This is an optimization exercise on Yosys and OpenROAD, whose aim is small area, a short achievable clock period and few clock cycles per item, not a production implementation.
The RTL was checked by simulation tests, not by an equivalence proof against the original design.
Power is estimated from default activity; no workload was simulated.

==> flow/design.v <==
package mcm_pkg;
    localparam int unsigned CW = 32;
    function automatic logic [CW-1:0] coef_row(input logic [5:0] idx);
        logic [CW-1:0] c;
        case (idx)
            6'd0: c = 32'b00000000000000000000000001000000;
            6'd1: c = 32'b00000010000010000000000011000001;
            6'd2: c = 32'b00000010000000000000000101000010;
            6'd3: c = 32'b00001100010001000000010001000010;
            6'd4: c = 32'b00010100001010000000010101000010;
            6'd5: c = 32'b00010100001000000010100001000011;
            6'd6: c = 32'b00010100000010000000100001000100;
            6'd7: c = 32'b00010100000001000000100011000100;
            6'd8: c = 32'b00010100000000000000100101000100;
            6'd9: c = 32'b00010010100010010010101001000101;
            6'd10: c = 32'b00010010100000010101000001000110;
            6'd11: c = 32'b00011000010000010011000001000110;
            6'd12: c = 32'b00100000001000011000000100100110;
            6'd13: c = 32'b00100001001000011000010000100101;
            6'd14: c = 32'b00100000000010011000010100100100;
            6'd15: c = 32'b00100001000000011000100010100100;
            6'd16: c = 32'b00100010000000010100000000100100;
            6'd17: c = 32'b00100100010001010010000000100100;
            6'd18: c = 32'b00100100001010010000000100100100;
            6'd19: c = 32'b00101100001000010010010000100100;
            6'd20: c = 32'b00110100000010010000010000100100;
            6'd21: c = 32'b00110001100000100000100000100011;
            6'd22: c = 32'b00110010100000100101000000100010;
            6'd23: c = 32'b00101001010100100101000100100010;
            6'd24: c = 32'b00100000010010101000000000000010;
            6'd25: c = 32'b00100000010001101000000010000010;
            6'd26: c = 32'b00100000010000101000000100000010;
            6'd27: c = 32'b00011001010000101000010000000010;
            6'd28: c = 32'b00010000001010101000010100000010;
            6'd29: c = 32'b00010000001000101000100010000001;
            6'd30: c = 32'b00010000000010100100000000000000;
            6'd31: c = 32'b00001000000001100100000100000000;
            6'd32: c = 32'b00000100000000000000000000110000;
            6'd33: c = 32'b00000100000000000000000000110000;
            6'd34: c = 32'b01111001100000010000000010110001;
            6'd35: c = 32'b01111001100000010000000010110001;
            6'd36: c = 32'b01110010100010010000000100110010;
            6'd37: c = 32'b01110010100010010000000100110010;
            6'd38: c = 32'b01101010100001010010010000110011;
            6'd39: c = 32'b01101010100001010010010000110011;
            6'd40: c = 32'b01100010100000010000010000110100;
            6'd41: c = 32'b01100010100000010000010000110100;
            6'd42: c = 32'b01011001010100010000010010110101;
            6'd43: c = 32'b01011001010100010000010010110101;
            6'd44: c = 32'b01010000010010010000010100110110;
            6'd45: c = 32'b01010000010010010000010100110110;
            6'd46: c = 32'b01001000010001010010100000110111;
            6'd47: c = 32'b01001000010001010010100000110111;
            6'd48: c = 32'b01000000010000010000100000101000;
            6'd49: c = 32'b01000000010000010000100000101000;
            6'd50: c = 32'b10111001010000010000100010101001;
            6'd51: c = 32'b10111001010000010000100010101001;
            6'd52: c = 32'b10110000001010010000100100101010;
            6'd53: c = 32'b10110000001010010000100100101010;
            6'd54: c = 32'b10101000001001010010101000101011;
            6'd55: c = 32'b10101000001001010010101000101011;
            6'd56: c = 32'b10100000001000010101000000101100;
            6'd57: c = 32'b10100000001000010101000000101100;
            6'd58: c = 32'b10011001001000010101000010101101;
            6'd59: c = 32'b10011001001000010101000010101101;
            6'd60: c = 32'b10010000000010010101000100101110;
            6'd61: c = 32'b10010000000010010101000100101110;
            6'd62: c = 32'b10001000000001010011000000101111;
            6'd63: c = 32'b10001000000001010011000000101111;
            default: c = '0;
        endcase
        coef_row = c;
    endfunction
endpackage
module mcm_lane #(
    parameter int unsigned CW = 32
) (
    input  logic [7:0]    x,
    input  logic [CW-1:0] c,
    output logic [63:0]   y
);
    wire n1;
    wire n2;
    wire n3;
    wire n4;
    wire n5;
    wire n6;
    wire n7;
    wire n8;
    wire n9;
    wire n10;
    wire n11;
    wire n12;
    wire n13;
    wire n14;
    wire n15;
    wire n16;
    wire n17;
    wire n18;
    wire n19;
    wire n20;
    wire n21;
    wire n22;
    wire n23;
    wire n24;
    wire n25;
    wire n26;
    wire n27;
    wire n28;
    wire n29;
    wire n30;
    wire n31;
    wire n32;
    wire n33;
    wire n34;
    wire n35;
    wire n36;
    wire n37;
    wire n38;
    wire n39;
    wire n40;
    wire n41;
    wire n42;
    wire n43;
    wire n44;
    wire n45;
    wire n46;
    wire n47;
    wire n48;
    wire n49;
    wire n50;
    wire n51;
    wire n52;
    wire n53;
    wire n54;
    wire n55;
    wire n56;
    wire n57;
    wire n58;
    wire n59;
    wire n60;
    wire n61;
    wire n62;
    wire n63;
    wire n64;
    wire n65;
    wire n69;
    wire n70;
    wire n71;
    wire n72;
    wire n73;
    wire n74;
    wire n75;
    wire n76;
    wire n77;
    wire n78;
    wire n79;
    wire n80;
    wire n81;
    wire n82;
    wire n83;
    wire n84;
    wire n85;
    wire n86;
    wire n87;
    wire n88;
    wire n89;
    wire n90;
    wire n91;
    wire n92;
    wire n93;
    wire n94;
    wire n95;
    wire n96;
    wire n97;
    wire n98;
    wire n99;
    wire n100;
    wire n101;
    wire n102;
    wire n103;
    wire n104;
    wire n105;
    wire n106;
    wire n107;
    wire n108;
    wire n109;
    wire n110;
    wire n111;
    wire n112;
    wire n113;
    wire n114;
    wire n115;
    wire n116;
    wire n117;
    wire n118;
    wire n119;
    wire n120;
    wire n121;
    wire n122;
    wire n123;
    wire n124;
    wire n125;
    wire n126;
    wire n127;
    wire n128;
    wire n129;
    wire n130;
    wire n131;
    wire n132;
    wire n133;
    wire n134;
    wire n135;
    wire n136;
    wire n137;
    wire n138;
    wire n139;
    wire n140;
    wire n141;
    wire n142;
    wire n143;
    wire n144;
    wire n145;
    wire n146;
    wire n147;
    wire n148;
    wire n149;
    wire n150;
    wire n151;
    wire n152;
    wire n153;
    wire n157;
    wire n158;
    wire n159;
    wire n160;
    wire n161;
    wire n162;
    wire n163;
    wire n164;
    wire n165;
    wire n166;
    wire n167;
    wire n168;
    wire n169;
    wire n170;
    wire n171;
    wire n172;
    wire n173;
    wire n174;
    wire n175;
    wire n176;
    wire n177;
    wire n178;
    wire n179;
    wire n180;
    wire n181;
    wire n182;
    wire n183;
    wire n184;
    wire n185;
    wire n186;
    wire n187;
    wire n188;
    wire n189;
    wire n190;
    wire n191;
    wire n192;
    wire n193;
    wire n194;
    wire n195;
    wire n196;
    wire n197;
    wire n198;
    wire n199;
    wire n200;
    wire n201;
    wire n202;
    wire n203;
    wire n204;
    wire n205;
    wire n206;
    wire n207;
    wire n208;
    wire n209;
    wire n210;
    wire n211;
    wire n212;
    wire n213;
    wire n214;
    wire n215;
    wire n216;
    wire n217;
    wire n218;
    wire n219;
    wire n220;
    wire n221;
    wire n222;
    wire n223;
    wire n224;
    wire n225;
    wire n226;
    wire n227;
    wire n228;
    wire n229;
    wire n230;
    wire n231;
    wire n232;
    wire n233;
    wire n234;
    wire n235;
    wire n236;
    wire n237;
    wire n238;
    wire n239;
    wire n240;
    wire n241;
    wire n245;
    wire n246;
    wire n247;
    wire n248;
    wire n249;
    wire n250;
    wire n251;
    wire n252;
    wire n253;
    wire n254;
    wire n255;
    wire n256;
    wire n257;
    wire n258;
    wire n259;
    wire n260;
    wire n261;
    wire n262;
    wire n263;
    wire n264;
    wire n265;
    wire n266;
    wire n267;
    wire n268;
    wire n269;
    wire n270;
    wire n271;
    wire n272;
    wire n273;
    wire n274;
    wire n275;
    wire n276;
    wire n277;
    wire n278;
    wire n279;
    wire n280;
    wire n281;
    wire n282;
    wire n283;
    wire n284;
    wire n285;
    wire n286;
    wire n287;
    wire n288;
    wire n289;
    wire n290;
    wire n291;
    wire n292;
    wire n293;
    wire n294;
    wire n295;
    wire n296;
    wire n297;
    wire n298;
    wire n299;
    wire n300;
    wire n301;
    wire n302;
    wire n303;
    wire n304;
    wire n305;
    wire n306;
    wire n307;
    wire n308;
    wire n309;
    assign n1 = ~((c[0] & x[0]));
    assign n2 = ~((c[0] & x[1]));
    assign n3 = ~((c[0] & x[2]));
    assign n4 = ~((c[0] & x[3]));
    assign n5 = ~((c[0] & x[4]));
    assign n6 = ~((c[0] & x[5]));
    assign n7 = ~((c[0] & x[6]));
    assign n8 = ~((c[0] & x[7]));
    assign n9 = ~((c[1] & x[0]));
    assign n10 = ~((c[1] & x[1]));
    assign n11 = ~((c[1] & x[2]));
    assign n12 = ~((c[1] & x[3]));
    assign n13 = ~((c[1] & x[4]));
    assign n14 = ~((c[1] & x[5]));
    assign n15 = ~((c[1] & x[6]));
    assign n16 = ~((c[1] & x[7]));
    assign n17 = ~((c[2] & x[0]));
    assign n18 = ~((c[2] & x[1]));
    assign n19 = ~((c[2] & x[2]));
    assign n20 = ~((c[2] & x[3]));
    assign n21 = ~((c[2] & x[4]));
    assign n22 = ~((c[2] & x[5]));
    assign n23 = ~((c[2] & x[6]));
    assign n24 = ~((c[2] & x[7]));
    assign n25 = (c[3] & x[0]);
    assign n26 = (c[3] & x[1]) | (c[4] & x[0]);
    assign n27 = (c[3] & x[2]) | (c[4] & x[1]);
    assign n28 = (c[3] & x[3]) | (c[4] & x[2]);
    assign n29 = (c[3] & x[4]) | (c[4] & x[3]);
    assign n30 = (c[3] & x[5]) | (c[4] & x[4]);
    assign n31 = (c[3] & x[6]) | (c[4] & x[5]);
    assign n32 = (c[3] & x[7]) | (c[4] & x[6]);
    assign n33 = (c[4] & x[7]);
    assign n34 = n3 ^ n10;
    assign n35 = n3 & n10;
    assign n36 = n4 ^ n11 ^ n18;
    assign n37 = (n4 & n11) | (n18 & (n4 ^ n11));
    assign n38 = n5 ^ n12 ^ n19;
    assign n39 = (n5 & n12) | (n19 & (n5 ^ n12));
    assign n40 = n6 ^ n13 ^ n20;
    assign n41 = (n6 & n13) | (n20 & (n6 ^ n13));
    assign n42 = n7 ^ n14 ^ n21;
    assign n43 = (n7 & n14) | (n21 & (n7 ^ n14));
    assign n44 = n8 ^ n15 ^ n22;
    assign n45 = (n8 & n15) | (n22 & (n8 ^ n15));
    assign n46 = n16 ^ n23 ^ n30;
    assign n47 = (n16 & n23) | (n30 & (n16 ^ n23));
    assign n48 = n2 ^ n9;
    assign n49 = n2 & n9;
    assign n50 = n34 ^ n17 ^ 1'b1;
    assign n51 = (n34 & n17) | (1'b1 & (n34 ^ n17));
    assign n52 = n35 ^ n36 ^ n25;
    assign n53 = (n35 & n36) | (n25 & (n35 ^ n36));
    assign n54 = n37 ^ n38 ^ n26;
    assign n55 = (n37 & n38) | (n26 & (n37 ^ n38));
    assign n56 = n39 ^ n40 ^ n27;
    assign n57 = (n39 & n40) | (n27 & (n39 ^ n40));
    assign n58 = n41 ^ n42 ^ n28;
    assign n59 = (n41 & n42) | (n28 & (n41 ^ n42));
    assign n60 = n43 ^ n44 ^ n29;
    assign n61 = (n43 & n44) | (n29 & (n43 ^ n44));
    assign n62 = n45 ^ n46 ^ 1'b1;
    assign n63 = (n45 & n46) | (1'b1 & (n45 ^ n46));
    assign n64 = n47 ^ n24 ^ n31;
    assign n65 = (n47 & n24) | (n31 & (n47 ^ n24));
    wire [12:0] n66 = {1'b1, n33, n65, n63, n61, n59, n57, n55, n53, n51, n49, n48, n1};
    wire [12:0] n67 = {1'b0, 1'b1, n32, n64, n62, n60, n58, n56, n54, n52, n50, 1'b1, 1'b0};
    wire [12:0] n68 = ~((~n66) + (~n67) + 13'd0);
    assign y[15:0] = {{3{n68[12]}}, n68};
    assign n69 = (c[5] & x[0]);
    assign n70 = (c[5] & x[1]) | (c[6] & x[0]);
    assign n71 = (c[5] & x[2]) | (c[6] & x[1]);
    assign n72 = (c[5] & x[3]) | (c[6] & x[2]);
    assign n73 = (c[5] & x[4]) | (c[6] & x[3]);
    assign n74 = (c[5] & x[5]) | (c[6] & x[4]);
    assign n75 = (c[5] & x[6]) | (c[6] & x[5]);
    assign n76 = (c[5] & x[7]) | (c[6] & x[6]);
    assign n77 = (c[6] & x[7]);
    assign n78 = ~((c[7] & x[0]));
    assign n79 = ~((c[7] & x[1]) | (c[8] & x[0]));
    assign n80 = ~((c[7] & x[2]) | (c[8] & x[1]) | (c[9] & x[0]));
    assign n81 = ~((c[7] & x[3]) | (c[8] & x[2]) | (c[9] & x[1]));
    assign n82 = ~((c[7] & x[4]) | (c[8] & x[3]) | (c[9] & x[2]));
    assign n83 = ~((c[7] & x[5]) | (c[8] & x[4]) | (c[9] & x[3]));
    assign n84 = ~((c[7] & x[6]) | (c[8] & x[5]) | (c[9] & x[4]));
    assign n85 = ~((c[7] & x[7]) | (c[8] & x[6]) | (c[9] & x[5]));
    assign n86 = ~((c[8] & x[7]) | (c[9] & x[6]));
    assign n87 = ~((c[9] & x[7]));
    assign n88 = ~((c[10] & x[0]));
    assign n89 = ~((c[10] & x[1]) | (c[11] & x[0]));
    assign n90 = ~((c[10] & x[2]) | (c[11] & x[1]) | (c[12] & x[0]));
    assign n91 = ~((c[10] & x[3]) | (c[11] & x[2]) | (c[12] & x[1]));
    assign n92 = ~((c[10] & x[4]) | (c[11] & x[3]) | (c[12] & x[2]));
    assign n93 = ~((c[10] & x[5]) | (c[11] & x[4]) | (c[12] & x[3]));
    assign n94 = ~((c[10] & x[6]) | (c[11] & x[5]) | (c[12] & x[4]));
    assign n95 = ~((c[10] & x[7]) | (c[11] & x[6]) | (c[12] & x[5]));
    assign n96 = ~((c[11] & x[7]) | (c[12] & x[6]));
    assign n97 = ~((c[12] & x[7]));
    assign n98 = (c[13] & x[0]);
    assign n99 = (c[13] & x[1]);
    assign n100 = (c[13] & x[2]) | (c[14] & x[0]);
    assign n101 = (c[13] & x[3]) | (c[14] & x[1]);
    assign n102 = (c[13] & x[4]) | (c[14] & x[2]) | (c[15] & x[0]);
    assign n103 = (c[13] & x[5]) | (c[14] & x[3]) | (c[15] & x[1]);
    assign n104 = (c[13] & x[6]) | (c[14] & x[4]) | (c[15] & x[2]);
    assign n105 = (c[13] & x[7]) | (c[14] & x[5]) | (c[15] & x[3]);
    assign n106 = (c[14] & x[6]) | (c[15] & x[4]);
    assign n107 = (c[14] & x[7]) | (c[15] & x[5]);
    assign n108 = (c[15] & x[6]);
    assign n109 = (c[15] & x[7]);
    assign n110 = n80 ^ n88;
    assign n111 = n80 & n88;
    assign n112 = n81 ^ n89;
    assign n113 = n81 & n89;
    assign n114 = n82 ^ n90;
    assign n115 = n82 & n90;
    assign n116 = n69 ^ n83 ^ n91;
    assign n117 = (n69 & n83) | (n91 & (n69 ^ n83));
    assign n118 = n70 ^ n84 ^ n92;
    assign n119 = (n70 & n84) | (n92 & (n70 ^ n84));
    assign n120 = n71 ^ n85 ^ n93;
    assign n121 = (n71 & n85) | (n93 & (n71 ^ n85));
    assign n122 = n72 ^ n86 ^ n94;
    assign n123 = (n72 & n86) | (n94 & (n72 ^ n86));
    assign n124 = n73 ^ n87 ^ n95;
    assign n125 = (n73 & n87) | (n95 & (n73 ^ n87));
    assign n126 = n74 ^ n96 ^ n108;
    assign n127 = (n74 & n96) | (n108 & (n74 ^ n96));
    assign n128 = n75 ^ n97 ^ n109;
    assign n129 = (n75 & n97) | (n109 & (n75 ^ n97));
    assign n130 = n110 ^ n100;
    assign n131 = n110 & n100;
    assign n132 = n111 ^ n112 ^ n101;
    assign n133 = (n111 & n112) | (n101 & (n111 ^ n112));
    assign n134 = n113 ^ n114 ^ n102;
    assign n135 = (n113 & n114) | (n102 & (n113 ^ n114));
    assign n136 = n115 ^ n116 ^ n103;
    assign n137 = (n115 & n116) | (n103 & (n115 ^ n116));
    assign n138 = n117 ^ n118 ^ n104;
    assign n139 = (n117 & n118) | (n104 & (n117 ^ n118));
    assign n140 = n119 ^ n120 ^ n105;
    assign n141 = (n119 & n120) | (n105 & (n119 ^ n120));
    assign n142 = n121 ^ n122 ^ n106;
    assign n143 = (n121 & n122) | (n106 & (n121 ^ n122));
    assign n144 = n123 ^ n124 ^ n107;
    assign n145 = (n123 & n124) | (n107 & (n123 ^ n124));
    assign n146 = n125 ^ n126 ^ 1'b1;
    assign n147 = (n125 & n126) | (1'b1 & (n125 ^ n126));
    assign n148 = n127 ^ n128 ^ 1'b1;
    assign n149 = (n127 & n128) | (1'b1 & (n127 ^ n128));
    assign n150 = n129 ^ n76;
    assign n151 = n129 & n76;
    assign n152 = n77 ^ 1'b1;
    assign n153 = n77 & 1'b1;
    wire [13:0] n154 = {n151, n149, n147, n145, n143, n141, n139, n137, n135, n133, n131, n130, n79, n78};
    wire [13:0] n155 = {n152, n150, n148, n146, n144, n142, n140, n138, n136, n134, n132, 1'b1, n99, n98};
    wire [13:0] n156 = ~((~n154) + (~n155) + 14'd0);
    assign y[31:16] = {2'd0, n156};
    assign n157 = (c[16] & x[0]);
    assign n158 = (c[16] & x[1]) | (c[17] & x[0]);
    assign n159 = (c[16] & x[2]) | (c[17] & x[1]);
    assign n160 = (c[16] & x[3]) | (c[17] & x[2]);
    assign n161 = (c[16] & x[4]) | (c[17] & x[3]);
    assign n162 = (c[16] & x[5]) | (c[17] & x[4]);
    assign n163 = (c[16] & x[6]) | (c[17] & x[5]);
    assign n164 = (c[16] & x[7]) | (c[17] & x[6]);
    assign n165 = (c[17] & x[7]);
    assign n166 = ~((c[18] & x[0]));
    assign n167 = ~((c[18] & x[1]) | (c[19] & x[0]));
    assign n168 = ~((c[18] & x[2]) | (c[19] & x[1]) | (c[20] & x[0]));
    assign n169 = ~((c[18] & x[3]) | (c[19] & x[2]) | (c[20] & x[1]));
    assign n170 = ~((c[18] & x[4]) | (c[19] & x[3]) | (c[20] & x[2]));
    assign n171 = ~((c[18] & x[5]) | (c[19] & x[4]) | (c[20] & x[3]));
    assign n172 = ~((c[18] & x[6]) | (c[19] & x[5]) | (c[20] & x[4]));
    assign n173 = ~((c[18] & x[7]) | (c[19] & x[6]) | (c[20] & x[5]));
    assign n174 = ~((c[19] & x[7]) | (c[20] & x[6]));
    assign n175 = ~((c[20] & x[7]));
    assign n176 = ~((c[21] & x[0]));
    assign n177 = ~((c[21] & x[1]) | (c[22] & x[0]));
    assign n178 = ~((c[21] & x[2]) | (c[22] & x[1]) | (c[23] & x[0]));
    assign n179 = ~((c[21] & x[3]) | (c[22] & x[2]) | (c[23] & x[1]));
    assign n180 = ~((c[21] & x[4]) | (c[22] & x[3]) | (c[23] & x[2]));
    assign n181 = ~((c[21] & x[5]) | (c[22] & x[4]) | (c[23] & x[3]));
    assign n182 = ~((c[21] & x[6]) | (c[22] & x[5]) | (c[23] & x[4]));
    assign n183 = ~((c[21] & x[7]) | (c[22] & x[6]) | (c[23] & x[5]));
    assign n184 = ~((c[22] & x[7]) | (c[23] & x[6]));
    assign n185 = ~((c[23] & x[7]));
    assign n186 = (c[24] & x[0]);
    assign n187 = (c[24] & x[1]);
    assign n188 = (c[24] & x[2]) | (c[25] & x[0]);
    assign n189 = (c[24] & x[3]) | (c[25] & x[1]);
    assign n190 = (c[24] & x[4]) | (c[25] & x[2]) | (c[26] & x[0]);
    assign n191 = (c[24] & x[5]) | (c[25] & x[3]) | (c[26] & x[1]);
    assign n192 = (c[24] & x[6]) | (c[25] & x[4]) | (c[26] & x[2]);
    assign n193 = (c[24] & x[7]) | (c[25] & x[5]) | (c[26] & x[3]);
    assign n194 = (c[25] & x[6]) | (c[26] & x[4]);
    assign n195 = (c[25] & x[7]) | (c[26] & x[5]);
    assign n196 = (c[26] & x[6]);
    assign n197 = (c[26] & x[7]);
    assign n198 = n168 ^ n176;
    assign n199 = n168 & n176;
    assign n200 = n169 ^ n177;
    assign n201 = n169 & n177;
    assign n202 = n170 ^ n178;
    assign n203 = n170 & n178;
    assign n204 = n157 ^ n171 ^ n179;
    assign n205 = (n157 & n171) | (n179 & (n157 ^ n171));
    assign n206 = n158 ^ n172 ^ n180;
    assign n207 = (n158 & n172) | (n180 & (n158 ^ n172));
    assign n208 = n159 ^ n173 ^ n181;
    assign n209 = (n159 & n173) | (n181 & (n159 ^ n173));
    assign n210 = n160 ^ n174 ^ n182;
    assign n211 = (n160 & n174) | (n182 & (n160 ^ n174));
    assign n212 = n161 ^ n175 ^ n183;
    assign n213 = (n161 & n175) | (n183 & (n161 ^ n175));
    assign n214 = n162 ^ n184 ^ n196;
    assign n215 = (n162 & n184) | (n196 & (n162 ^ n184));
    assign n216 = n163 ^ n185 ^ n197;
    assign n217 = (n163 & n185) | (n197 & (n163 ^ n185));
    assign n218 = n198 ^ n188;
    assign n219 = n198 & n188;
    assign n220 = n199 ^ n200 ^ n189;
    assign n221 = (n199 & n200) | (n189 & (n199 ^ n200));
    assign n222 = n201 ^ n202 ^ n190;
    assign n223 = (n201 & n202) | (n190 & (n201 ^ n202));
    assign n224 = n203 ^ n204 ^ n191;
    assign n225 = (n203 & n204) | (n191 & (n203 ^ n204));
    assign n226 = n205 ^ n206 ^ n192;
    assign n227 = (n205 & n206) | (n192 & (n205 ^ n206));
    assign n228 = n207 ^ n208 ^ n193;
    assign n229 = (n207 & n208) | (n193 & (n207 ^ n208));
    assign n230 = n209 ^ n210 ^ n194;
    assign n231 = (n209 & n210) | (n194 & (n209 ^ n210));
    assign n232 = n211 ^ n212 ^ n195;
    assign n233 = (n211 & n212) | (n195 & (n211 ^ n212));
    assign n234 = n213 ^ n214 ^ 1'b1;
    assign n235 = (n213 & n214) | (1'b1 & (n213 ^ n214));
    assign n236 = n215 ^ n216 ^ 1'b1;
    assign n237 = (n215 & n216) | (1'b1 & (n215 ^ n216));
    assign n238 = n217 ^ n164;
    assign n239 = n217 & n164;
    assign n240 = n165 ^ 1'b1;
    assign n241 = n165 & 1'b1;
    wire [13:0] n242 = {n239, n237, n235, n233, n231, n229, n227, n225, n223, n221, n219, n218, n167, n166};
    wire [13:0] n243 = {n240, n238, n236, n234, n232, n230, n228, n226, n224, n222, n220, 1'b1, n187, n186};
    wire [13:0] n244 = ~((~n242) + (~n243) + 14'd0);
    assign y[47:32] = {2'd0, n244};
    assign n245 = ~((c[27] & x[0]));
    assign n246 = ~((c[27] & x[1]));
    assign n247 = ~((c[27] & x[2]));
    assign n248 = ~((c[27] & x[3]));
    assign n249 = ~((c[27] & x[4]));
    assign n250 = ~((c[27] & x[5]));
    assign n251 = ~((c[27] & x[6]));
    assign n252 = ~((c[27] & x[7]));
    assign n253 = ~((c[28] & x[0]));
    assign n254 = ~((c[28] & x[1]));
    assign n255 = ~((c[28] & x[2]));
    assign n256 = ~((c[28] & x[3]));
    assign n257 = ~((c[28] & x[4]));
    assign n258 = ~((c[28] & x[5]));
    assign n259 = ~((c[28] & x[6]));
    assign n260 = ~((c[28] & x[7]));
    assign n261 = ~((c[29] & x[0]));
    assign n262 = ~((c[29] & x[1]));
    assign n263 = ~((c[29] & x[2]));
    assign n264 = ~((c[29] & x[3]));
    assign n265 = ~((c[29] & x[4]));
    assign n266 = ~((c[29] & x[5]));
    assign n267 = ~((c[29] & x[6]));
    assign n268 = ~((c[29] & x[7]));
    assign n269 = (c[30] & x[0]);
    assign n270 = (c[30] & x[1]) | (c[31] & x[0]);
    assign n271 = (c[30] & x[2]) | (c[31] & x[1]);
    assign n272 = (c[30] & x[3]) | (c[31] & x[2]);
    assign n273 = (c[30] & x[4]) | (c[31] & x[3]);
    assign n274 = (c[30] & x[5]) | (c[31] & x[4]);
    assign n275 = (c[30] & x[6]) | (c[31] & x[5]);
    assign n276 = (c[30] & x[7]) | (c[31] & x[6]);
    assign n277 = (c[31] & x[7]);
    assign n278 = n247 ^ n254;
    assign n279 = n247 & n254;
    assign n280 = n248 ^ n255 ^ n262;
    assign n281 = (n248 & n255) | (n262 & (n248 ^ n255));
    assign n282 = n249 ^ n256 ^ n263;
    assign n283 = (n249 & n256) | (n263 & (n249 ^ n256));
    assign n284 = n250 ^ n257 ^ n264;
    assign n285 = (n250 & n257) | (n264 & (n250 ^ n257));
    assign n286 = n251 ^ n258 ^ n265;
    assign n287 = (n251 & n258) | (n265 & (n251 ^ n258));
    assign n288 = n252 ^ n259 ^ n266;
    assign n289 = (n252 & n259) | (n266 & (n252 ^ n259));
    assign n290 = n260 ^ n267 ^ n274;
    assign n291 = (n260 & n267) | (n274 & (n260 ^ n267));
    assign n292 = n246 ^ n253;
    assign n293 = n246 & n253;
    assign n294 = n278 ^ n261 ^ 1'b1;
    assign n295 = (n278 & n261) | (1'b1 & (n278 ^ n261));
    assign n296 = n279 ^ n280 ^ n269;
    assign n297 = (n279 & n280) | (n269 & (n279 ^ n280));
    assign n298 = n281 ^ n282 ^ n270;
    assign n299 = (n281 & n282) | (n270 & (n281 ^ n282));
    assign n300 = n283 ^ n284 ^ n271;
    assign n301 = (n283 & n284) | (n271 & (n283 ^ n284));
    assign n302 = n285 ^ n286 ^ n272;
    assign n303 = (n285 & n286) | (n272 & (n285 ^ n286));
    assign n304 = n287 ^ n288 ^ n273;
    assign n305 = (n287 & n288) | (n273 & (n287 ^ n288));
    assign n306 = n289 ^ n290 ^ 1'b1;
    assign n307 = (n289 & n290) | (1'b1 & (n289 ^ n290));
    assign n308 = n291 ^ n268 ^ n275;
    assign n309 = (n291 & n268) | (n275 & (n291 ^ n268));
    wire [12:0] n310 = {1'b1, n277, n309, n307, n305, n303, n301, n299, n297, n295, n293, n292, n245};
    wire [12:0] n311 = {1'b0, 1'b1, n276, n308, n306, n304, n302, n300, n298, n296, n294, 1'b1, 1'b0};
    wire [12:0] n312 = ~((~n310) + (~n311) + 13'd0);
    assign y[63:48] = {{3{n312[12]}}, n312};
endmodule
import mcm_pkg::*;
module mcm_pipe (
    input  logic         clk,
    input  logic         rst,
    input  logic         in_valid,
    output logic         in_ready,
    input  logic [31:0]  in_x,
    input  logic [4:0]   in_frac,
    input  logic         in_mode,
    output logic         out_valid,
    input  logic         out_ready,
    output logic [255:0] out_y
);
    localparam int unsigned NB = 54;
    logic                    sk_valid;
    logic [31:0]             sk_x;
    logic [5:0]              sk_idx;
    logic                    s1_valid;
    logic                    s2_valid;
    logic                    s1_load;
    logic                    s2_load;
    logic [31:0]             src_x;
    logic [5:0]              src_idx;
    logic [31:0]             x_q;
    logic [mcm_pkg::CW-1:0]  c_q;
    logic [63:0]             y_c [4];
    logic [NB-1:0]           r_q [4];
    assign in_ready  = !sk_valid;
    assign s2_load   = !s2_valid || out_ready;
    assign s1_load   = !s1_valid || s2_load;
    assign out_valid = s2_valid;
    assign src_x     = sk_valid ? sk_x   : in_x;
    assign src_idx   = sk_valid ? sk_idx : {in_mode, in_frac};
    always_ff @(posedge clk) begin
        if (rst) begin
            sk_valid <= 1'b0;
            s1_valid <= 1'b0;
            s2_valid <= 1'b0;
        end else begin
            if (sk_valid) begin
                if (s1_load) sk_valid <= 1'b0;
            end else begin
                if (!s1_load) sk_valid <= in_valid;
            end
            if (s1_load) s1_valid <= sk_valid || in_valid;
            if (s2_load) s2_valid <= s1_valid;
        end
    end
    always_ff @(posedge clk) begin
        if (!sk_valid) begin
            sk_x   <= in_x;
            sk_idx <= {in_mode, in_frac};
        end
    end
    always_ff @(posedge clk) begin
        if (s1_load) begin
            x_q <= src_x;
            c_q <= mcm_pkg::coef_row(src_idx);
        end
    end
    for (genvar ch = 0; ch < 4; ch++) begin : g_lane
        mcm_lane #(.CW(mcm_pkg::CW)) u_lane (.x(x_q[ch*8 +: 8]), .c(c_q), .y(y_c[ch]));
        always_ff @(posedge clk) begin
            if (s2_load) r_q[ch] <= {y_c[ch][60:48], y_c[ch][45:32], y_c[ch][29:16], y_c[ch][12:0]};
        end
        assign out_y[ch*64 +: 64] = {{{3{r_q[ch][53]}}, r_q[ch][53:41]}, {2'd0, r_q[ch][40:27]}, {2'd0, r_q[ch][26:13]}, {{3{r_q[ch][12]}}, r_q[ch][12:0]}};
    end
endmodule
==> flow/flow/run.sh <==
#!/bin/bash
set -euo pipefail
cd "$(dirname "$0")/.."
export BUFFER_PORTS_ARGS="-buffer_cell sky130_fd_sc_hd__buf_1"
export SETUP_SLACK_MARGIN=6.0
bash standard.sh > standard_flow.log 2>&1
==> flow/standard.sh <==
#!/bin/bash
# synth_recipe.tcl (not shown) runs the flow's synth.tcl, then flattens the netlist and writes it again
# the make line also repeats each setting of config.mk as NAME=value (left out here)
make -C /OpenROAD-flow-scripts/flow DESIGN_CONFIG=/design/flow/config.mk WORK_HOME=/design/flow/orfs CLKGATE_MAP_FILE= SYNTH_SCRIPT=/design/flow/synth_recipe.tcl "${@:-finish}"
==> flow/config.mk <==
export PLATFORM = sky130hd
export DESIGN_NAME = mcm_pipe
export DESIGN_NICKNAME = mcm_pipe
export VERILOG_FILES = /design/flow/design.v
export SDC_FILE = /design/flow/constraint.sdc
export NUM_CORES = 4
export LEC_CHECK = 0
export CAP_MARGIN = 20
export CORE_MARGIN = 2
export CORE_UTILIZATION = 40
export SLEW_MARGIN = 20
==> flow/constraint.sdc <==
create_clock -name core_clock -period 10.0 [get_ports {clk}]
set_input_delay 2.0000 -clock core_clock [delete_from_list [all_inputs] [get_ports {clk}]]
set_output_delay 2.0000 -clock core_clock [all_outputs]
set_load 0.01 [all_outputs]
==> flow_metrics.py, run 1 <==
metrics = {
    "timing": {
        "finalHoldViolations": 0,
        "slew_viol_final": 0,
        "finalWorstSetupSlack_ps": 6140,
        "finalCriticalPeriod_ps": 3860,
        "rsz0062_at_grt": "yes",
        "timing.fmax_ghz": 0.259,
        "relSlewSlack_pct": 25.3,
        "finalSetupViolations": 0,
        "tightest_slew_ps": 1120,
        "clock-skew-final_ps": 35.6,
        "finalSetupTns_ps": 0,
        "finalCritPeriodShare_pct": 38.6,
    },
    "setup_path": {
        "worst-endpoint-arrival_ps": 4160,
        "cp-start-kind": "register",
        "critPathMaxFanout": 32,
        "critPathSlowestCell": "fa_1",
        "cpMostUsedCell": "inv_1",
        "critPathCaptureType": "register",
        "worstReg2RegEnd": "r_q[2][25]",
        "critPathMaxStageDelay_ps": 550,
        "reg2regPathDepth": 14,
        "cp.required_ps": 10300,
        "crit_type": "reg -> reg",
        "reg2reg_from": "x_q[21]",
        "path_cells": "buf_4, a222oi_1, inv_1, fa_1, inv_1, fa_1, inv_1, ha_1, and3_1, nand3_1, nand2_1, a41oi_1, a31oi_1, xnor2_1",
        "ff2ff_setup_slack_ps": 6140,
    },
    "logic_synthesis": {
        "ys_ff_latch": 321,
        "async_flop_share_pct": 0,
        "synth_edf_count": 280,
        "synth_compound_area_share_pct": 18.4,
        "postSynthCellCount": 2979,
        "seq_area_frac_synth_pct": 30.9,
        "synth-simple-area-share_pct": 10.0,
        "synth_top_family_by_area": "adder cells",
        "dominantRegCellSynth": "edfxtp_1",
        "synth.distinct_cells": 74,
        "synthAdderAreaFrac_pct": 26.5,
        "synth_xor_area_share_pct": 4.58,
        "syn-cell-area_mm2": 0.0298,
        "ys_warn_count": 4,
        "syn_area_per_cell_um2": 10.0,
        "synthMuxAreaShare_pct": 1.54,
    },
    "drt": {
        "routed_wl_um": 79500,
        "postRouteAntennaNets": 0,
        "vias_per_cell": 5.59,
        "drc_errors": 0,
        "drt_iter0_markers": 2460,
        "vias": 23200,
        "wl_per_cell_um": 19.1,
        "detail_route.first_pass.iterations": 14,
    },
    "finish": {
        "fill_cells": 7165,
        "register_area_mm2": 0.00923,
        "nNetsFinal": 3695,
        "syn_to_final_growth_pct": 11.6,
        "fin_area_mm2": 0.0333,
        "drive_gt1_share_pct": 7.35,
        "diodes": 0,
        "multi_input_area_mm2": 0.0184,
    },
    "placement": {
        "place_ws_ps": 5690,
        "placed_area_mm2": 0.0316,
        "gp_congestion": 0.911,
        "io_buffers": 283,
        "hpwlAfterDp_um": 55000,
    },
    "global_routing": {
        "grt_pass1_wl_um": 125000,
        "grt_max_degree": 160,
        "antenna_found_initial": 2,
        "grt-ovfl-total": 0,
        "grt_use_total_pct": 20.2,
        "grt_pass1_vias": 22900,
    },
    "cts": {
        "cts_sinks": 321,
        "cts_tree": "yes",
        "clock_path_buffers": 3,
        "clkTransAtPathRegs_ps": 60,
        "clk_root_buffer_cell": "clkbuf_16",
        "h-tree-depth": 2,
        "cts_buffers": 41,
        "insertion_delay_ps": 590,
    },
    "pwr": {
        "peakVddDrop_uv": 143,
        "p_per_area_mw_per_mm2": 261,
        "power_leakage_uw": 0.0142,
    },
    "floorplan": {
        "dieArea_mm2": 0.0768,
        "die_x_um": 277,
        "ios": 300,
        "die_y_um": 277,
        "row_count": 100,
        "fp.coreArea_mm2": 0.0741,
        "start_util_pct": 40.3,
    },
    "min_path": {
        "worstHoldPathCells": 1,
        "min_from": "sk_x[15]",
        "whs_endpoint": "sk_x[15]",
        "hold_class": "reg -> reg",
    },
    "run": {
        "drv_cap": 0,
    },
    "outcome": {
        "status": "complete, no violations",
    },
}
==> kinds of logic (layout without fill, tap and decap cells) <==
| logic type | count (synthesis) | in the layout |
|---|---|---|
| buf+inv | 594 | 785 |
| fa+ha+maj | 501 | 501 |
| mux | 42 | 42 |
| other cells | 1 | 16 |
| compound gates | 734 | 734 |
| xor+xnor | 156 | 156 |
| simple gates | 630 | 630 |
| flops | 321 | 321 |
==> power by group <==
part | internal (µW) | switching [µW]
clock | 856 | 624
combinational | 2000 | 2850
sequential | 2190 | 187
==> critical path: cells and delay by family (launching register included) <==
family                   cells  cell delay (ps)
AO/OA/AOI/OAI                3              790
flip-flops                   1              360
adder cells (fa/ha/maj)      3             1380
buffers and inverters        4              480
AND/OR/NAND/NOR              3              400
XOR/XNOR                     1              180
==> cell usage after synthesis, drive strengths merged (16+ instances only) <==
cell type,n,area (µm²)
a21o,43,323
a21oi,143,716
a222oi,128,1280
a22o,116,1020
a22oi,62,465
a31oi,18,113
and2,86,538
buf,53,360
clkbuf,204,766
dfxtp,41,821
edfxtp,280,8410
fa,216,4320
ha,285,3570
inv,336,1260
mux2,32,360
nand2,310,1160
nand2b,23,144
nor2,86,323
nor3,26,130
o211ai,16,135
o21a,26,195
o21ai,83,415
xnor2,78,683
xor2,78,683
==> metal layers <==
| layer | up-vias | global-route usage (%) | routed length (µm) |
|---|---|---|---|
| met4 | 2 | 5.25 | 1790 |
| met5 | - | 0 | 13 |
| li1 | 10900 | - | - |
| met3 | 99 | 2.81 | 5280 |
| met1 | 11400 | 26.8 | 34100 |
| met2 | 800 | 34.4 | 38400 |
==> repair_timing <==
item / in CTS / in global routing
gates cloned: 0 / 0
hold buffers: 0 / 0
resized for setup: 3 / 47
pin swaps: 1 / 11
endpoints found under the setup margin: 6 / 35
buffers inserted: 8 / 10
==> cells in the final DEF (no fill, tap or decap), types with 9 or more instances in the layout <==
master	netlist	routed
mux2i_1	10	10
dfxtp_1	41	40
o21bai_1	13	13
xnor2_1	78	78
or2_2	10	10
buf_1	9	283
nand2_1	310	309
o211ai_1	13	13
nor2b_1	14	13
nor3_1	26	25
nand3_1	14	14
and3_1	9	9
a31oi_1	18	17
edfxtp_1	280	280
conb_1	1	16
inv_1	336	335
xor2_1	78	78
a22oi_1	62	62
ha_1	285	284
o21a_1	26	26
clkbuf_16	0	45
fa_1	216	216
buf_4	40	65
a222oi_1	128	128
a22o_1	116	116
o31ai_1	10	10
a21oi_1	143	140
a21o_1	43	43
and2_1	86	86
buf_6	1	16
nand2b_1	23	23
nor2_1	86	86
mux2_2	32	32
o21ai_0	83	81
==> worst max path at each step <==
stage / startpoint / end / slack [ps]
CTS: c_q[22] / r_q[3][40] / 6000
detailed placement: c_q[9] / r_q[2][24] / 5690
finish: x_q[21] / r_q[2][25] / 6140
global placement: c_q[9] / r_q[2][24] / 5740
global route: c_q[22] / r_q[3][40] / 5940
floorplan: out_ready / r_q[0][0] / 4260
==> layout make-up <==
class                   instances  area share (%)
multi-input cells            2079            55.1
flip-flops and latches        321            27.7
repair buffers                372            5.63
inverters                     337            3.81
well taps                     969            3.64
clock buffers                  54            3.60
clock inverters                22           0.462
==> stage by stage <==
step / total power (µW) / utilization [%] / std cells / hold WS, ps
CTS: 8750 / 44.6 / 4144 / 472
detailed placement: 7200 / 42.7 / 4060 / 458
floorplan: 5900 / - / 2994 / 440
global route: 9440 / 45.0 / 4154 / 489
finish: 8700 / 45.0 / 4154 / 471
global placement: 7190 / 42.7 / 4060 / 455
==> state kept, by name, indices dropped and copies added, names as in the netlist <==
register,cells
r_q,216
c_q,32
sk_x,32
x_q,32
sk_idx,6
s1_valid,1
s2_valid,1
sk_valid,1
Testbench counts, summed over its fixed seeds: cycles 9,616, items 9,600.
==> run 2: changes to the inputs <==
--- a/flow/config.mk
+++ b/flow/config.mk
@@ -9,3 +9,5 @@
 export CORE_MARGIN = 2
 export CORE_UTILIZATION = 40
+export CTS_CLUSTER_DIAMETER = 100
+export CTS_CLUSTER_SIZE = 24
 export SLEW_MARGIN = 20
==> run 2 against run 1 <==
  * Global-route usage down 0.18 points
  * Clock-buffer cell count down 25
  * Utilization down 0.76 points
  * Highest routed layer unchanged
  * Largest power group unchanged
  * Synthesized cell count unchanged
==> flow_metrics.py, run 2 <==
metrics = {
    "outcome": {
        "status": "complete, no violations",
    },
    "setup_path": {
        "cp.required_ps": 10310,
        "worstReg2RegEnd": "r_q[2][11]",
        "reg2regPathDepth": 11,
        "reg2reg_from": "x_q[17]",
        "crit_end": "r_q[2][11]",
        "startpoint": "x_q[17]",
        "critPathCaptureType": "register",
        "cp-start-kind": "register",
        "ff2ff_setup_slack_ps": 6180,
        "critPathMaxFanout": 32,
        "crit_type": "reg -> reg",
        "worst-endpoint-arrival_ps": 4130,
    },
    "placement": {
        "gp_congestion": 0.911,
        "hpwlAfterDp_um": 55000,
        "placed_area_mm2": 0.0316,
        "io_buffers": 283,
    },
    "floorplan": {
        "fp.coreArea_mm2": 0.0741,
        "dieArea_mm2": 0.0768,
        "start_util_pct": 40.3,
        "row_count": 100,
        "ios": 300,
        "die_y_um": 277,
        "die_x_um": 277,
    },
    "pwr": {
        "power_leakage_uw": 0.0139,
        "total_power_uw": 8240,
        "peakVddDrop_uv": 131,
        "p_per_area_mw_per_mm2": 252,
    },
    "cts": {
        "clkTransAtPathRegs_ps": 90,
        "cts_tree": "yes",
        "clk_root_buffer_cell": "clkbuf_16",
        "cts_buffers": 22,
        "clock_path_buffers": 3,
        "hold_buffers": 0,
        "insertion_delay_ps": 590,
        "h-tree-depth": 1,
        "cts_sinks": 321,
    },
    "run": {
        "drv_cap": 0,
    },
    "global_routing": {
        "grt_pass1_wl_um": 124000,
        "grt_pass1_vias": 22600,
        "antenna_found_initial": 1,
        "grt-ovfl-total": 0,
        "grt_max_degree": 160,
        "grt_use_total_pct": 20.0,
    },
    "logic_synthesis": {
        "synth_compound_area_share_pct": 18.4,
        "dominantRegCellSynth": "edfxtp_1",
        "synth_top_area_share_pct": 28.2,
        "synth-simple-area-share_pct": 10.0,
        "seq_area_frac_synth_pct": 30.9,
        "synthAdderAreaFrac_pct": 26.5,
        "synth_top_family_by_area": "adder cells",
        "yosysMostFrequentCell": "inv_1",
        "synth.distinct_cells": 74,
        "synth_xor_area_share_pct": 4.58,
        "synth_edf_count": 280,
        "syn-cell-area_mm2": 0.0298,
        "syn_area_per_cell_um2": 10.0,
        "yosys.area.top_type": "edfxtp_1",
        "async_flop_share_pct": 0,
        "synthTopCellsByCount": "336 x inv_1, 310 x nand2_1, 285 x ha_1",
        "ys_warn_count": 4,
        "yosys-top-cells-area": "edfxtp_1 28%, fa_1 14%, ha_1 12%, a222oi_1 4.3%, inv_1 4.2%",
        "postSynthCellCount": 2979,
        "ys_ff_latch": 321,
        "synthMuxAreaShare_pct": 1.54,
    },
    "finish": {
        "drive_gt1_share_pct": 6.41,
        "final_cell_mix": "335 x inv_1, 309 x nand2_1, 283 x ha_1, 283 x buf_1, 280 x edfxtp_1",
        "top_register": "r_q",
        "syn_to_final_growth_pct": 9.74,
        "largest_register_ffs": 216,
        "nNetsFinal": 3676,
        "final_common_cell": "inv_1",
        "fin_area_mm2": 0.0327,
    },
    "drt": {
        "drt_iter0_markers": 2323,
        "vias_per_cell": 5.61,
        "wl_per_cell_um": 19.1,
        "routed_wl_um": 78900,
        "detail_route.first_pass.iterations": 11,
        "vias": 23100,
        "postRouteAntennaNets": 0,
        "drc_errors": 0,
    },
    "timing": {
        "clock-skew-final_ps": 34.3,
        "rsz0062_at_grt": "yes",
        "timing.fmax_ghz": 0.262,
        "relSlewSlack_pct": 25.3,
        "finalSetupViolations": 0,
        "finalCritPeriodShare_pct": 38.2,
        "finalHoldViolations": 0,
        "finalSetupTns_ps": 0,
        "timing.hold.ws_ps": 477,
        "finalCriticalPeriod_ps": 3820,
        "tightest_slew_ps": 1120,
        "slew_viol_final": 0,
    },
    "min_path": {
        "hold_class": "reg -> reg",
        "worstHoldPathCells": 1,
    },
}
[run 2: area by class of cell]
| cell class | count | area (µm²) |
|---|---|---|
| inverter | 337 | 1270 |
| clock buffer | 29 | 608 |
| timing repair buffer | 372 | 1880 |
| sequential | 321 | 9230 |
| antenna | 1 | 2.50 |
| clock inverter | 11 | 156 |
| fill | 7194 | 41300 |
| tap | 969 | 1210 |
| multi-input combinational | 2079 | 18400 |
[run 2: logic make-up after synthesis]
logic type                 count (synthesis)
AOI/OAI and AO/OA                        734
muxes                                     42
buffers and inverters                    594
xor gates and xnor gates                 156
other                                      1
adders and majority gates                501
DFF                                      321
and+or+nand+nor                          630
[run 2: metrics by stage]
step	cells	util [%]	worst slack (ps)
3_3_place_gp	4060	42.7	5740
5_1_grt	4118	44.2	5950
2_1_floorplan	2994	-	4260
4_1_cts	4108	43.8	5990
3_5_place_dp	4060	42.7	5690
6_report	4119	44.2	6180
[run 2: worst min-delay path by stage]
stage,from,endpoint
2_1_floorplan,s1_valid,s2_valid
3_3_place_gp,sk_x[17],sk_x[17]
3_5_place_dp,sk_x[27],sk_x[27]
4_1_cts,sk_x[20],sk_x[20]
5_1_grt,sk_x[0],sk_x[0]
6_report,sk_x[15],sk_x[15]
[run 2: power by group]
group	internal [µW]	total [µW]	switching, µW
Sequential	2180	2370	187
Combinational	2000	4860	2860
Clock	464	1010	550
[run 2: critical path, cell delays in order (launching register included)]
cell,delay [ps]
edfxtp_1,350
buf_6,310
nand2_1,140
fa_1,560
inv_1,60
fa_1,390
ha_1,370
a21oi_1,190
a21boi_1,120
o31a_1,310
and4_1,200
or4_1,530
[run 2: timing repair]
action / CTS / global route
cloned: 0 / 0
endpoints found under the setup margin: 7 / 36
buffers inserted: 8 / 10
pin swaps: 2 / 14
gates resized for setup: 4 / 54
[run 2: layer usage]
layer,routed length [µm],vias up,GRT usage (%)
li1,-,10900,-
met1,34100,11300,27.1
met2,37900,799,34.3
met3,5420,74,2.27
met4,1470,2,4.38
met5,13,-,0
==> run 3: changes to the inputs <==
--- a/flow/config.mk
+++ b/flow/config.mk
@@ -10,4 +10,4 @@
 export CORE_UTILIZATION = 40
 export CTS_CLUSTER_DIAMETER = 100
-export CTS_CLUSTER_SIZE = 24
+export CTS_CLUSTER_SIZE = 30
 export SLEW_MARGIN = 20
==> run 3 against run 2 <==
  * Area after synthesis unchanged
  * Global-route usage down 0.053 points
  * Fmax shrank 0.17%
  * First-iteration DRC count decreased by 1.5%
  * Sequential cell count did not move
  * Cell count is essentially flat
  * Sequential share of layout area is 0.071 points lower
  * Critical path depth did not move
  * Critical path type unchanged
  * Critical endpoint unchanged
  * Highest routed layer unchanged
==> flow_metrics.py, run 3 <==
metrics = {
    "setup_path": {
        "reg2reg_from": "x_q[17]",
        "crit_end": "r_q[2][11]",
        "crit_type": "reg -> reg",
        "cp-start-kind": "register",
        "reg2regPathDepth": 11,
        "worst-endpoint-arrival_ps": 4130,
        "worstReg2RegEnd": "r_q[2][11]",
        "ff2ff_setup_slack_ps": 6170,
        "critPathMaxFanout": 32,
        "startpoint": "x_q[17]",
        "critPathCaptureType": "register",
        "cp.required_ps": 10300,
    },
    "drt": {
        "routed_wl_um": 78700,
        "vias": 23000,
        "postRouteAntennaNets": 0,
        "wl_per_cell_um": 19.1,
        "vias_per_cell": 5.60,
        "drc_errors": 0,
        "detail_route.first_pass.iterations": 15,
        "drt_iter0_markers": 2289,
    },
    "global_routing": {
        "grt_use_total_pct": 19.9,
        "grt_pass1_wl_um": 124000,
        "grt_pass1_vias": 22600,
        "antenna_found_initial": 1,
        "grt-ovfl-total": 0,
        "grt_max_degree": 160,
    },
    "finish": {
        "top_register": "r_q",
        "largest_register_ffs": 216,
        "final_common_cell": "inv_1",
        "final_cell_mix": "335 x inv_1, 309 x nand2_1, 283 x buf_1",
        "diodes": 0,
        "syn_to_final_growth_pct": 10.0,
        "nNetsFinal": 3677,
        "drive_gt1_share_pct": 6.54,
    },
    "cts": {
        "clock_path_buffers": 3,
        "clkTransAtPathRegs_ps": 110,
        "clk_root_buffer_cell": "clkbuf_16",
        "insertion_delay_ps": 590,
        "cts_tree": "yes",
        "hold_buffers": 0,
        "h-tree-depth": 1,
        "cts_buffers": 21,
        "cts_sinks": 321,
    },
    "logic_synthesis": {
        "syn-cell-area_mm2": 0.0298,
        "synth_top_area_share_pct": 28.2,
        "yosys-top-cells-area": "edfxtp_1 28%, fa_1 14%, ha_1 12%, a222oi_1 4.3%, inv_1 4.2%",
        "synthTopCellsByCount": "336 x inv_1, 310 x nand2_1, 285 x ha_1",
        "ys_warn_count": 4,
        "yosys.area.top_type": "edfxtp_1",
        "ys_ff_latch": 321,
        "dominantRegCellSynth": "edfxtp_1",
        "seq_area_frac_synth_pct": 30.9,
        "postSynthCellCount": 2979,
        "synth_edf_count": 280,
        "async_flop_share_pct": 0,
        "yosysMostFrequentCell": "inv_1",
        "syn_area_per_cell_um2": 10.0,
        "synth.distinct_cells": 74,
    },
    "timing": {
        "slew_viol_final": 0,
        "rsz0062_at_grt": "yes",
        "tightest_slew_ps": 1110,
        "finalHoldViolations": 0,
        "clock-skew-final_ps": 37.6,
        "finalCritPeriodShare_pct": 38.3,
        "finalCriticalPeriod_ps": 3830,
        "finalSetupViolations": 0,
        "finalSetupTns_ps": 0,
        "relSlewSlack_pct": 26.2,
        "timing.hold.ws_ps": 482,
        "timing.fmax_ghz": 0.261,
    },
    "floorplan": {
        "start_util_pct": 40.3,
        "dieArea_mm2": 0.0768,
        "fp.coreArea_mm2": 0.0741,
        "row_count": 100,
        "ios": 300,
        "die_x_um": 277,
        "die_y_um": 277,
    },
    "min_path": {
        "hold_class": "reg -> reg",
    },
    "pwr": {
        "peakVddDrop_uv": 134,
        "power_leakage_uw": 0.0140,
        "p_per_area_mw_per_mm2": 252,
    },
    "run": {
        "drv_cap": 0,
    },
    "placement": {
        "io_buffers": 283,
        "gp_congestion": 0.911,
        "hpwlAfterDp_um": 55000,
    },
    "outcome": {
        "status": "complete, no violations",
    },
}
## run 3: cell counts after synthesis
No cell type changed its count.
## run 3: logic make-up (layout without fill, tap and decap cells)
group	Yosys count	in the layout	synth area share, %
AO/OA/AOI/OAI	734	734	18.4
AND/OR/NAND/NOR	630	630	10.0
buffers and inverters	594	748	8.02
adder cells (fa/ha/maj)	501	501	26.5
flip-flops	321	321	30.9
XOR/XNOR	156	156	4.58
multiplexers	42	42	1.54
other	1	16	0.0126
## run 3: power by group
group	leakage (µW)	internal (µW)	total [µW]	switching, µW
Clock	0.000391	470	1050	582
Combinational	0.0102	2000	4860	2850
Sequential	0.00334	2180	2370	188
## run 3: area by class of cell
cell class | count | area (µm²)
fillers | 7191 | 41300
well taps | 969 | 1210
clock buffers | 25 | 583
clock inverters | 12 | 248
flip-flops and latches | 321 | 9230
multi-input cells | 2079 | 18400
inverters | 337 | 1270
repair buffers | 374 | 1910
## run 3: worst min path at each step
stage,end,startpoint,cells after the start
3_3_place_gp,sk_x[17],sk_x[17],1
3_5_place_dp,sk_x[27],sk_x[27],1
2_1_floorplan,s2_valid,s1_valid,2
6_report,sk_x[27],sk_x[27],1
4_1_cts,sk_x[27],sk_x[27],1
5_1_grt,sk_x[0],sk_x[0],1
## run 3: critical path, cell delays in order (launching register included)
cell      delay [ps]
edfxtp_1         360
clkbuf_8         310
nand2_1          130
fa_1             550
inv_1             60
fa_1             390
ha_1             380
a21oi_1          190
a21boi_1         120
o31a_1           310
and4_1           200
or4_1            520
## run 3: repair_timing
action,CTS,global route
gates resized for setup,4,58
buffers inserted,8,12
setup endpoints to repair,5,36
pin swaps,2,15
gates cloned,0,0
## run 3: through the flow
| stage | total power [µW] | worst slack [ps] | cells | utilization (%) | instance area, µm² |
|---|---|---|---|---|---|
| 6_report | 8280 | 6170 | 4117 | 44.3 | 32800 |
| 5_1_grt | 9020 | 5940 | 4117 | 44.3 | 32800 |
| 4_1_cts | 8320 | 5980 | 4105 | 43.9 | 32500 |
| 3_5_place_dp | 7200 | 5690 | 4060 | 42.7 | 31600 |
| 3_3_place_gp | 7190 | 5740 | 4060 | 42.7 | 31600 |
| 2_1_floorplan | 5900 | 4260 | 2994 | - | 29900 |
## run 3: layer usage
metal	global-route usage, %	wire length [µm]	share of wire (%)	vias to the layer above
met5	0	13	0.017	-
met2	34.3	38100	48	778
li1	-	-	-	10900
met4	4.24	1420	1.8	2
met1	27.0	34000	43	11300
met3	2.24	5090	6.5	76
==> run 4: changes to the inputs <==
==> flow/flow/run.sh (replaced) <==
#!/bin/bash
set -euo pipefail
cd "$(dirname "$0")/.."
export BUFFER_PORTS_ARGS="-buffer_cell sky130_fd_sc_hd__buf_1"
export SETUP_SLACK_MARGIN=5.8
bash standard.sh > standard_flow.log 2>&1
--- a/flow/config.mk
+++ b/flow/config.mk
@@ -10,4 +10,4 @@
 export CORE_UTILIZATION = 40
 export CTS_CLUSTER_DIAMETER = 100
-export CTS_CLUSTER_SIZE = 30
+export CTS_CLUSTER_SIZE = 24
 export SLEW_MARGIN = 20
==> run 4 against run 3 <==
  * First-iteration DRC count increased by 4.6%
  * Sequential power about the same
  * Sequential cell count did not move
  * Combinational power decreased by 1%
  * Still clean on timing, DRC and antenna
  * Global-route usage increased by 0.053 points
  * Non-clock buffer count fell by 10
  * Largest power group unchanged
==> flow_metrics.py, run 4 <==
metrics = {
    "cts": {
        "clkTransAtPathRegs_ps": 90,
        "cts_tree": "yes",
        "clk_root_buffer_cell": "clkbuf_16",
        "insertion_delay_ps": 590,
        "cts_sinks": 321,
        "cts_buffers": 22,
        "clock_path_buffers": 3,
        "h-tree-depth": 1,
    },
    "setup_path": {
        "critPathSlowestCell": "a2111oi_1",
        "cp-start-kind": "register",
        "cpMostUsedCell": "fa_1",
        "critPathCaptureType": "register",
        "crit_type": "reg -> reg",
        "worst-endpoint-arrival_ps": 4370,
        "critPathMaxFanout": 24,
        "path_cells": "buf_4, a222oi_1, fa_1, inv_1, fa_1, ha_1, nand2_1, nor3_2, o31a_1, o21ai_0, mux2i_1, a2111oi_1",
        "reg2regPathDepth": 12,
        "cp.required_ps": 10310,
        "critPathMaxStageDelay_ps": 500,
    },
    "logic_synthesis": {
        "ys_ff_latch": 321,
        "seq_area_frac_synth_pct": 30.9,
        "synth.distinct_cells": 74,
        "synthTopCellsByCount": "336 x inv_1, 310 x nand2_1, 285 x ha_1",
        "yosysMostFrequentCell": "inv_1",
        "syn-cell-area_mm2": 0.0298,
        "yosys.area.top_type": "edfxtp_1",
        "yosys-top-cells-area": "edfxtp_1 28%, fa_1 14%, ha_1 12%, a222oi_1 4.3%, inv_1 4.2%",
        "async_flop_share_pct": 0,
        "syn_area_per_cell_um2": 10.0,
        "synth_top_area_share_pct": 28.2,
        "postSynthCellCount": 2979,
        "dominantRegCellSynth": "edfxtp_1",
        "synth_edf_count": 280,
        "ys_warn_count": 4,
    },
    "drt": {
        "postRouteAntennaNets": 0,
        "drc_errors": 0,
        "wl_per_cell_um": 19.1,
        "detail_route.first_pass.iterations": 12,
        "routed_wl_um": 78700,
        "vias_per_cell": 5.59,
        "drt_iter0_markers": 2394,
        "vias": 23000,
    },
    "floorplan": {
        "ios": 300,
        "die_x_um": 277,
        "fp.coreArea_mm2": 0.0741,
        "start_util_pct": 40.3,
        "row_count": 100,
        "die_y_um": 277,
        "dieArea_mm2": 0.0768,
    },
    "global_routing": {
        "grt_pass1_wl_um": 124000,
        "grt_pass1_vias": 22600,
        "grt-ovfl-total": 0,
        "antenna_found_initial": 1,
        "grt_max_degree": 160,
        "grt_use_total_pct": 20.0,
    },
    "pwr": {
        "intPower_uw": 4620,
        "p_per_area_mw_per_mm2": 252,
        "power_leakage_uw": 0.0138,
        "switching_share_pct": 43.6,
        "p_clk_share_pct": 12.4,
        "combPwrFrac_pct": 58.6,
        "pwr-share-seq_pct": 29.0,
        "p_sw_uw": 3570,
        "peakVddDrop_uv": 123,
    },
    "timing": {
        "timing.hold.ws_ps": 478,
        "finalSetupTns_ps": 0,
        "finalCritPeriodShare_pct": 40.5,
        "timing.fmax_ghz": 0.247,
        "finalHoldViolations": 0,
        "relSlewSlack_pct": 24.8,
        "finalCriticalPeriod_ps": 4050,
        "tightest_slew_ps": 1130,
        "clock-skew-final_ps": 31.6,
        "finalSetupViolations": 0,
        "slew_viol_final": 0,
        "rsz0062_at_grt": "no",
    },
    "finish": {
        "final_common_cell": "inv_1",
        "top_register": "r_q",
        "nNetsFinal": 3668,
        "fin_util_pct": 43.8,
        "fill_cells": 7214,
        "final_cell_mix": "335 x inv_1, 309 x nand2_1, 285 x ha_1",
        "drive_gt1_share_pct": 5.79,
        "largest_register_ffs": 216,
        "syn_to_final_growth_pct": 8.83,
    },
    "placement": {
        "hpwlAfterDp_um": 55000,
        "gp_congestion": 0.911,
        "io_buffers": 283,
    },
    "outcome": {
        "status": "complete, no violations",
    },
    "run": {
        "drv_cap": 0,
    },
    "min_path": {
        "hold_class": "reg -> reg",
        "worstHoldPathCells": 1,
    },
}
## run 4: metal layers
| metal | up-vias | share of wire (%) | GRT usage [%] |
|---|---|---|---|
| li1 | 10900 | - | - |
| met4 | 2 | 1.7 | 4.47 |
| met5 | - | 0.017 | 0 |
| met2 | 732 | 48 | 34.3 |
| met1 | 11300 | 44 | 27.1 |
| met3 | 66 | 6.0 | 2.28 |
## run 4: metrics by stage
stage               power, µW  instances  setup WS, ps  area [µm²]
CTS                      8270       4102          5800       32400
global placement         7190       4060          5740       31600
floorplan                5900       2994          4260       29900
global route             8920       4110          5770       32500
finish                   8180       4112          5950       32500
detailed placement       7200       4060          5690       31600
## run 4: worst paths after layout
| path | to | slack [ps] | start |
|---|---|---|---|
| setup / recovery | r_q[2][24] | 5950 | c_q[9] |
| hold / removal | sk_x[15] | 480 | sk_x[15] |
| setup reg to reg | r_q[2][24] | 5950 | c_q[9] |
| hold reg to reg | sk_x[15] | 480 | sk_x[15] |
## run 4: critical path: cells and delay by family, from the launching register on
family	cells	cell delay, ps
AOI/OAI and AO/OA	4	1470
and+or+nand+nor	2	160
muxes	1	110
DFF	1	430
buffers and inverters	2	360
adders and majority gates	3	1260
## run 4: cells by family (layout without fill, tap and decap cells)
family / after synthesis / after routing / share of synthesized area [%]
other: 1 / 18 / 0.0126
and+or+nand+nor: 630 / 630 / 10.0
adders and majority gates: 501 / 501 / 26.5
xor gates and xnor gates: 156 / 156 / 4.58
DFF: 321 / 321 / 30.9
AOI/OAI and AO/OA: 734 / 734 / 18.4
buffers and inverters: 594 / 741 / 8.02
muxes: 42 / 42 / 1.54
## run 4: layout make-up
type | count | area (µm²) | area share (%)
Tap cell | 969 | 1210 | 3.73
Clock inverter | 11 | 156 | 0.482
Inverter | 337 | 1270 | 3.91
Antenna cell | 2 | 5.00 | 0.0154
Clock buffer | 29 | 608 | 1.87
Multi-Input combinational cell | 2079 | 18300 | 56.4
Timing Repair Buffer | 364 | 1690 | 5.20
Sequential cell | 321 | 9230 | 28.4
## run 4: repair_timing
action,in CTS,in global routing
resized for setup,1,5
pin swaps,0,2
hold buffers,0,0
setup endpoints to repair,1,12
setup buffers,2,8
## run 4: power by group through the flow
stage          logic (µW)  registers, µW  clock network (µW)
2_1_floorplan        3330           2570                   0
3_3_place_gp         4760           2430                   0
3_5_place_dp         4780           2420                   0
4_1_cts              4820           2400                1050
5_1_grt              5400           2420                1100
6_report             4790           2370                1010
==> run 5: changes to the inputs <==
==> flow/flow/run.sh (replaced) <==
#!/bin/bash
set -euo pipefail
cd "$(dirname "$0")/.."
export BUFFER_PORTS_ARGS="-buffer_cell sky130_fd_sc_hd__buf_1"
export SETUP_SLACK_MARGIN=6.15
bash standard.sh > standard_flow.log 2>&1
==> run 5 against run 4 <==
  * Fmax rose by 6.9%
  * Sequential share of layout area fell by 1.1 points
  * Global-route usage barely moved
  * Via count rose by 2.3%
  * Critical path type unchanged
==> flow_metrics.py, run 5 <==
metrics = {
    "logic_synthesis": {
        "ys_warn_count": 4,
        "postSynthCellCount": 2979,
        "yosys-top-cells-area": "edfxtp_1 28%, fa_1 14%, ha_1 12%, a222oi_1 4.3%, inv_1 4.2%",
        "ys_ff_latch": 321,
        "synthTopCellsByCount": "336 x inv_1, 310 x nand2_1, 285 x ha_1",
        "yosys.area.top_type": "edfxtp_1",
        "async_flop_share_pct": 0,
        "syn_area_per_cell_um2": 10.0,
        "synth_top_area_share_pct": 28.2,
        "seq_area_frac_synth_pct": 30.9,
        "synth.distinct_cells": 74,
        "syn-cell-area_mm2": 0.0298,
        "dominantRegCellSynth": "edfxtp_1",
        "yosysMostFrequentCell": "inv_1",
        "synth_edf_count": 280,
    },
    "finish": {
        "largest_register_ffs": 216,
        "fin_util_pct": 45.5,
        "register_area_mm2": 0.00923,
        "syn_to_final_growth_pct": 13.0,
        "multi_input_area_mm2": 0.0186,
        "fill_cells": 7107,
        "fin_area_mm2": 0.0337,
        "final_cell_mix": "335 x inv_1, 309 x nand2_1, 283 x buf_1",
        "diodes": 0,
        "final_common_cell": "inv_1",
        "nNetsFinal": 3718,
        "top_register": "r_q",
        "drive_gt1_share_pct": 8.74,
    },
    "floorplan": {
        "ios": 300,
        "row_count": 100,
        "die_y_um": 277,
        "start_util_pct": 40.3,
        "die_x_um": 277,
        "dieArea_mm2": 0.0768,
        "fp.coreArea_mm2": 0.0741,
    },
    "global_routing": {
        "antenna_found_initial": 1,
        "grt-ovfl-total": 0,
        "grt_pass1_vias": 22700,
        "grt_use_total_pct": 20.0,
        "grt_pass1_wl_um": 124000,
        "grt_max_degree": 160,
    },
    "timing": {
        "timing.hold.ws_ps": 478,
        "slew_viol_final": 0,
        "rsz0062_at_grt": "yes",
        "relSlewSlack_pct": 25.5,
        "finalCriticalPeriod_ps": 3790,
        "finalSetupTns_ps": 0,
        "finalHoldViolations": 0,
        "finalSetupViolations": 0,
        "finalCritPeriodShare_pct": 37.9,
        "timing.fmax_ghz": 0.264,
        "tightest_slew_ps": 1120,
        "clock-skew-final_ps": 29.9,
    },
    "placement": {
        "io_buffers": 283,
        "gp_congestion": 0.911,
        "hpwlAfterDp_um": 55000,
        "placed_area_mm2": 0.0316,
    },
    "pwr": {
        "p_per_area_mw_per_mm2": 252,
        "power_leakage_uw": 0.0143,
        "peakVddDrop_uv": 129,
    },
    "setup_path": {
        "critPathMaxFanout": 8,
        "cp-start-kind": "register",
        "reg2regPathDepth": 12,
        "cp.required_ps": 10330,
        "critPathSlowestCell": "fa_1",
        "worst-endpoint-arrival_ps": 4120,
        "cpMostUsedCell": "fa_1",
        "path_cells": "buf_12, a222oi_1, fa_1, inv_1, fa_1, ha_4, and2_4, a221o_1, o31a_1, o21ai_2, o211ai_1, xnor2_1",
        "critPathCaptureType": "register",
        "crit_type": "reg -> reg",
        "critPathMaxStageDelay_ps": 470,
    },
    "drt": {
        "postRouteAntennaNets": 0,
        "vias_per_cell": 5.65,
        "vias": 23500,
        "drc_errors": 0,
        "wl_per_cell_um": 20.0,
        "drt_iter0_markers": 2583,
        "detail_route.first_pass.iterations": 10,
        "routed_wl_um": 83200,
    },
    "cts": {
        "clkTransAtPathRegs_ps": 90,
        "h-tree-depth": 1,
        "cts_tree": "yes",
        "clk_root_buffer_cell": "clkbuf_16",
        "cts_buffers": 22,
        "insertion_delay_ps": 590,
        "clock_path_buffers": 3,
        "hold_buffers": 0,
        "cts_sinks": 321,
    },
    "run": {
        "drv_cap": 0,
    },
    "min_path": {
        "hold_class": "reg -> reg",
        "worstHoldPathCells": 1,
    },
    "outcome": {
        "status": "complete, no violations",
    },
}
run 5: cell counts after synthesis:
Identical to the previous run, type by type.
run 5: power by group:
group          switching [µW]  internal [µW]
clock network             551            464
logic                    2970           2160
registers                 185           2180
run 5: worst paths after layout:
| check | from | endpoint | slack (ps) |
|---|---|---|---|
| worst max register to register | c_q[12] | r_q[3][26] | 6210 |
| worst min-delay path | sk_x[15] | sk_x[15] | 480 |
| worst min register to register | sk_x[15] | sk_x[15] | 480 |
| worst max-delay path | c_q[12] | r_q[3][26] | 6210 |
run 5: what timing repair did:
item	4_1_cts	5_1_grt
gates resized for setup	28	133
setup buffers	18	30
cloned	0	12
setup endpoints to repair	40	49
pin swaps	5	57
run 5: worst max-delay path, delay by kind of cell (launching register included):
kind	cells	cell delay (ps)
AND/OR/NAND/NOR	1	140
AO/OA/AOI/OAI	5	1350
adder cells (fa/ha/maj)	3	1200
XOR/XNOR	1	150
flip-flops	1	450
buffers and inverters	2	270
run 5: through the flow:
stage          setup slack [ps]  cells  power [µW]
2_1_floorplan              4260   2994        5900
3_3_place_gp               5740   4060        7190
3_5_place_dp               5690   4060        7200
4_1_cts                    6090   4118        8320
5_1_grt                    6050   4160        9240
6_report                   6210   4160        8510
run 5: routing by layer:
| metal | track usage, % | up-vias | share of wire [%] |
|---|---|---|---|
| met5 | 0 | - | 0.016 |
| met4 | 4.68 | 2 | 2.4 |
| met3 | 2.25 | 97 | 6.8 |
| met2 | 34.2 | 852 | 48 |
| met1 | 27.2 | 11600 | 43 |
| li1 | - | 11000 | - |
run 5: cell families (layout without fill, tap and decap cells):
logic type | count (synthesis) | in the layout | synth area share [%]
muxes | 42 | 42 | 1.54
other | 1 | 16 | 0.0126
buffers and inverters | 594 | 791 | 8.02
AOI/OAI and AO/OA | 734 | 734 | 18.4
adders and majority gates | 501 | 501 | 26.5
DFF | 321 | 321 | 30.9
and+or+nand+nor | 630 | 630 | 10.0
xor gates and xnor gates | 156 | 156 | 4.58
run 5: area by class of cell:
type,instances,share of cell area (%)
multi-input combinational,2079,55.3
sequential,321,27.4
timing repair buffer,414,7.69
inverter,337,3.76
tap,969,3.60
clock buffer,29,1.80
clock inverter,11,0.464

==> what the ideal ports hide <==
How much do the figures lean on ideal ports? The routed layouts below were timed once more, with nothing changed but the port constraints.
Step 1 sets driving cells, clkbuf_16 on the clock port and buf_2 on the other inputs (assumed; they add their load-dependent delay and slew).
Step 2 moves the port delays by t, midway between the first and last clock arrival at a register: inputs arrive t later, outputs are due t later. That takes back most of the time a late clock gives input paths.
a / b / c = no drivers / after step 1 / after step 2; a / b = the first two.
run | t (ns) | slack for setup (ns) | worst setup path at the end | worst data-port slew with drivers (ns)
run 1 | 0.637 | 6.141 / 6.141 / 5.651 | input to register | 0.07
run 2 | 0.637 | 6.177 / 6.158 / 5.733 | input to register | 0.07
run 3 | 0.639 | 6.170 / 6.138 / 5.730 | input to register | 0.07
run 4 | 0.638 | 5.947 / 5.947 / 5.726 | input to register | 0.07
run 5 | 0.639 | 6.208 / 6.208 / 5.714 | input to register | 0.07
After both steps every run listed still meets setup and hold. The setup slack of run 5, which loses most, moves by 0.000 ns with the drivers and by -0.494 ns with both steps.
